Background: an optimization exercise with open tools, aiming at small area, a short achievable clock period and few clock cycles. Do not read the settings as production practice. In this exercise RTL edits were held to simulation tests only and were not proved equivalent to the original.

==> raven: inputs <==
==> flow/design.v (excerpt) <==
module c_subset_lexer (
    input  logic        clk,
    input  logic        rst_n,
    input  logic        char_valid,
    output logic        char_stall,
    input  logic [7:0]  char_code,
    output logic        token_valid,
    input  logic        token_stall,
    output logic [4:0]  token_kind,
    output logic [23:0] token_start,
    output logic [15:0] token_length,
    output logic [23:0] line_number,
    output logic [30:0] token_value,
    output logic        last_of_run
);
clock: 6.5 ns
lec_check: 0
cap_margin: 20
core_margin: 4
core_utilization: 60
gpl_timing_driven: 1
setup_slack_margin: 4.0
slew_margin: 20
tns_end_percent: 5
standard.sh (not shown) runs the stock make flow with config.mk's settings and CLKGATE_MAP_FILE= SYNTH_SCRIPT=/design/flow/synth_recipe.tcl, a recipe that flattens the netlist after the stock synthesis.
==> flow/flow/run.sh <==
#!/bin/bash
# Layout flow: the standard synthesis unchanged, then the standard ORFS layout with
# plain buffers (not delay cells) on the ports and for timing repair, and a clock
# tree without dummy loads.
set -euo pipefail
bash standard.sh synth > synth.log 2>&1
export BUFFER_PORTS_ARGS="-buffer_cell sky130_fd_sc_hd__buf_1"
export DONT_USE_CELLS="sky130_fd_sc_hd__clkdlybuf4s15_1 sky130_fd_sc_hd__clkdlybuf4s15_2 sky130_fd_sc_hd__clkdlybuf4s18_1 sky130_fd_sc_hd__clkdlybuf4s18_2 sky130_fd_sc_hd__clkdlybuf4s25_1 sky130_fd_sc_hd__clkdlybuf4s25_2 sky130_fd_sc_hd__clkdlybuf4s50_1 sky130_fd_sc_hd__clkdlybuf4s50_2 sky130_fd_sc_hd__dlygate4sd1_1 sky130_fd_sc_hd__dlygate4sd2_1 sky130_fd_sc_hd__dlygate4sd3_1 sky130_fd_sc_hd__dlymetal6s2s_1 sky130_fd_sc_hd__dlymetal6s4s_1 sky130_fd_sc_hd__dlymetal6s6s_1"
export CTS_ARGS="-sink_clustering_enable -repair_clock_nets -dont_use_dummy_load -sink_clustering_size 24 -sink_clustering_max_diameter 80 -buf_list {sky130_fd_sc_hd__clkbuf_4 sky130_fd_sc_hd__clkbuf_8}"
bash standard.sh > layout.log 2>&1
==> inputs of onyx, as changes to raven <==
--- a/flow/design.v
+++ b/flow/design.v
@@ -139,12 +139,14 @@
     assign pop        = hv && !token_stall;
     assign fire       = va && !(sv && sblk) && !(hv && token_stall);
     assign adv        = va && !(sv && sblk) && !split && !(hv && token_stall);
     assign char_stall = vb;
     assign accept     = char_valid && !vb;
     logic word_cont, num_cont, num_acc;
+    logic len_small;
+    assign len_small = (len[15:3] == 13'd0);
     logic pend_word, pend_num, pend_slash, pend_tok, pend_pos, pend_two;
     logic run_idle, st_word, st_num, imm_tok;
     logic [4:0] pend_kind;
     assign word_cont  = m_word && c_wc;
     assign num_cont   = m_numa && c_wc && !c_us;
     assign num_acc    = m_num && c_digit;
@@ -158,13 +160,22 @@
                         (m_op && !c_eq) || (m_comm && (c_nul || c_nl));
     assign st_word    = run_idle && c_wc && !c_digit;
     assign st_num     = run_idle && c_digit;
     assign imm_tok    = run_idle && c_imm;
     always_comb
     begin
-        if (m_word)      pend_kind = kw[4] ? kw : K_IDENT;
+        if (m_word) begin
+            pend_kind = K_IDENT;
+            if (len_small) begin
+                if (kw[0] && (len[2:0] == 3'd2)) pend_kind = W_IF;
+                if (kw[1] && (len[2:0] == 3'd3)) pend_kind = W_INT;
+                if (kw[2] && (len[2:0] == 3'd4)) pend_kind = W_ELSE;
+                if (kw[3] && (len[2:0] == 3'd5)) pend_kind = W_WHILE;
+                if (kw[4] && (len[2:0] == 3'd6)) pend_kind = W_RETURN;
+            end
+        end
         else if (m_numa) pend_kind = K_NUMBER;
         else if (m_slash) pend_kind = K_SLASH;
         else begin
             case (op)
                 2'd0:    pend_kind = c_eq ? K_NE : K_BANG;
                 2'd1:    pend_kind = c_eq ? K_EQ : K_ASSIGN;
@@ -179,14 +190,15 @@
                       (nl_pend && (line_last != 24'hFF_FFFF)) ? line_last + 24'd1 : line_last;
     logic [30:0] acc_step;
     logic        acc_sat;
     assign acc_sat  = (acc > 31'd214748364) || ((acc == 31'd214748364) && (ca[3:0] > 4'd7));
     logic [2:0]  acc_lo;
     logic [27:0] acc_hi;
+    logic        acc_ci;
     assign acc_lo   = {1'b0, ca[2:1]} + {1'b0, acc[1:0]};
-    assign acc_hi   = acc[27:0] + acc[29:2] + {27'd0, ca[3] || acc_lo[2]};
+    assign acc_hi   = acc[27:0] + acc[29:2] + {27'd0, acc_ci};
     assign acc_step = {acc_hi, acc_lo[1:0], ca[0]} | {31{acc_sat}};
     logic xfer;         
     logic to_head;      
     logic to_spare;     
     logic imm_head;     
     logic [7:0] kb;     
@@ -244,37 +256,53 @@
             end
             else if (xfer) begin
                 sv <= 1'b0;
             end
         end
     end
+    logic [7:0] ca_n;
+    logic [1:0] acc_n;
+    assign ca_n = (adv || !va) ? (vb ? cb : char_code) : ca;
+    always_comb
+    begin
+        if (fire && st_num)       acc_n = ca[1:0];
+        else if (fire && num_acc) acc_n = {acc_lo[0], ca[0]} | {2{acc_sat}};
+        else if (imm_head)        acc_n = ca[1:0];
+        else if (xfer)            acc_n = sb[1:0];
+        else                      acc_n = acc[1:0];
+    end
     always_ff @(posedge clk)
     begin
-        if (adv ? !vb : !va) begin
-            ca <= char_code;
-            cf <= classify(char_code);
-        end
-        else if (adv) begin
-            ca <= cb;
-            cf <= classify(cb);
+        acc_ci <= ca_n[3] || (ca_n[2] && acc_n[1]) || ((ca_n[2] || acc_n[1]) && ca_n[1] && acc_n[0]);
+        if (adv || !va) begin
+            ca <= vb ? cb : char_code;
+            cf <= vb ? classify(cb) : classify(char_code);
         end
-        if (!adv && va && !vb) begin
+        if (!vb) begin
             cb <= char_code;
         end
         if (adv) begin
             pos_last  <= pos_cur;
             line_last <= line_cur;
         end
         if (fire && run_idle && c_opch) begin
             op <= !ca[4] ? 2'd0 : c_eq ? 2'd1 : ca[1] ? 2'd3 : 2'd2;
         end
         if (fire && st_word) begin
-            kw <= kw_init(ca);
+            kw <= {ca == "r", ca == "w", ca == "e", ca == "i", ca == "i"};
         end
         else if (fire && word_cont) begin
-            kw <= kw_step(kw, ca);
+            kw[0] <= kw[0] && len_small && (len[2:0] == 3'd1) && (ca == "f");
+            kw[1] <= kw[1] && len_small && (((len[2:0] == 3'd1) && (ca == "n")) || ((len[2:0] == 3'd2) && (ca == "t")));
+            kw[2] <= kw[2] && len_small && (((len[2:0] == 3'd1) && (ca == "l")) || ((len[2:0] == 3'd2) && (ca == "s")) ||
+                                            ((len[2:0] == 3'd3) && (ca == "e")));
+            kw[3] <= kw[3] && len_small && (((len[2:0] == 3'd1) && (ca == "h")) || ((len[2:0] == 3'd2) && (ca == "i")) ||
+                                            ((len[2:0] == 3'd3) && (ca == "l")) || ((len[2:0] == 3'd4) && (ca == "e")));
+            kw[4] <= kw[4] && len_small && (((len[2:0] == 3'd1) && (ca == "e")) || ((len[2:0] == 3'd2) && (ca == "t")) ||
+                                            ((len[2:0] == 3'd3) && (ca == "u")) || ((len[2:0] == 3'd4) && (ca == "r")) ||
+                                            ((len[2:0] == 3'd5) && (ca == "n")));
         end
         if (fire && (word_cont || num_cont)) begin
             len <= (len == 16'hFFFF) ? len : len + 16'd1;
         end
         else if (fire && (st_word || st_num || pend_slash || (m_op && !c_eq))) begin
             len <= 16'd1;
==> flow/flow/run.sh (replaced) <==
#!/bin/bash
# Layout flow: the standard synthesis unchanged, then the standard ORFS layout with
# plain buffers (not delay cells) on the ports and for timing repair, and a clock
# tree without dummy loads.
set -euo pipefail
bash standard.sh synth > synth.log 2>&1
export BUFFER_PORTS_ARGS="-buffer_cell sky130_fd_sc_hd__buf_1"
export DONT_USE_CELLS="sky130_fd_sc_hd__clkdlybuf4s15_1 sky130_fd_sc_hd__clkdlybuf4s15_2 sky130_fd_sc_hd__clkdlybuf4s18_1 sky130_fd_sc_hd__clkdlybuf4s18_2 sky130_fd_sc_hd__clkdlybuf4s25_1 sky130_fd_sc_hd__clkdlybuf4s25_2 sky130_fd_sc_hd__clkdlybuf4s50_1 sky130_fd_sc_hd__clkdlybuf4s50_2 sky130_fd_sc_hd__dlygate4sd1_1 sky130_fd_sc_hd__dlygate4sd2_1 sky130_fd_sc_hd__dlygate4sd3_1 sky130_fd_sc_hd__dlymetal6s2s_1 sky130_fd_sc_hd__dlymetal6s4s_1 sky130_fd_sc_hd__dlymetal6s6s_1"
export CTS_ARGS="-sink_clustering_enable -repair_clock_nets -dont_use_dummy_load -sink_clustering_size 24 -sink_clustering_max_diameter 80 -buf_list {sky130_fd_sc_hd__clkbuf_8 sky130_fd_sc_hd__clkbuf_16}"
bash standard.sh > layout.log 2>&1
==> flow/config.mk (replaced) <==
export PLATFORM = sky130hd
export DESIGN_NAME = c_subset_lexer
export DESIGN_NICKNAME = c_subset_lexer
export VERILOG_FILES = /design/flow/design.v
export SDC_FILE = /design/flow/constraint.sdc
export NUM_CORES = 4
export LEC_CHECK = 0
export CAP_MARGIN = 20
export CORE_MARGIN = 4
export CORE_UTILIZATION = 40
export SETUP_SLACK_MARGIN = 4.0
export SLEW_MARGIN = 20
export TNS_END_PERCENT = 5
==> run_results.csv <==
group,metric,value,unit
timing,finalClockSkew,40.6,ps
status,status,"timing/DRC/antenna clean",
floorplanning,taps,229,
placed_design,place_inst,1412,
grt,grt_use_met3,4.62,%
power_and_ir_drop,p_total,5.95,mW
finish,final_cells,1460,
critical_path,worst_r2r_path_depth,15,
power_and_ir_drop,intPower,3.39,mW
critical_path,critPathBufInv,1,
critical_path,path_depth,15,
logic_synthesis,syn_nets,1163,
placed_design,gp_congestion,0.926,
power_and_ir_drop,power.switching,2.57,mW
power_and_ir_drop,p_comb,2.72,mW
finish,n_all_inverters,30,
cts,cts_root_buffer,"clkbuf_8",
critical_path,r2r-end,"acc[29]",
floorplanning,core,17900,um^2
power_and_ir_drop,vdd_drop_max,0.310,mV
-- figures above: raven

==> run_results.csv <==
group,metric,value,unit
critical_path,r2r-end,"acc[28]",
power_and_ir_drop,power.switching,2.76,mW
finish,final_cells,1639,
finish,n_all_inverters,29,
power_and_ir_drop,vdd_drop_max,0.259,mV
critical_path,path_depth,10,
placed_design,place_inst,1585,
status,status,"timing/DRC/antenna clean",
grt,grt_use_met3,2.90,%
power_and_ir_drop,intPower,3.66,mW
placed_design,gp_congestion,0.894,
logic_synthesis,syn_nets,1216,
floorplanning,taps,341,
-- figures above: onyx

Testbench counts of raven, summed over its fixed seeds: cycles 24,152.
Testbench counts of onyx, summed over its fixed seeds: cycles 24,152.

[afterwards: timing with drivers on the ports]
How much do the figures lean on ideal ports? The routed layouts below were timed once more, with nothing changed but the port constraints. Step 1, drivers: a clkbuf_16 drives clk and a buf_2 each remaining input, both assumed. Step 2 also shifts input and output timing later by t, the mid clock arrival at the registers, as if the neighbouring blocks saw the same clock. Three values: ideal ports, drivers, drivers and shift; two values: the first two.
run | t, ns | setup slack, ns | worst slew at a driven data input, ns
raven | 0.497 | 3.126 / 3.126 / 2.952 | 0.07
onyx | 0.466 | 3.611 / 3.611 / 3.187 | 0.09
After both steps every run listed still meets setup and hold. For onyx, which loses most, drivers alone change the setup slack by 0.000 ns; drivers and shift together by -0.424 ns.
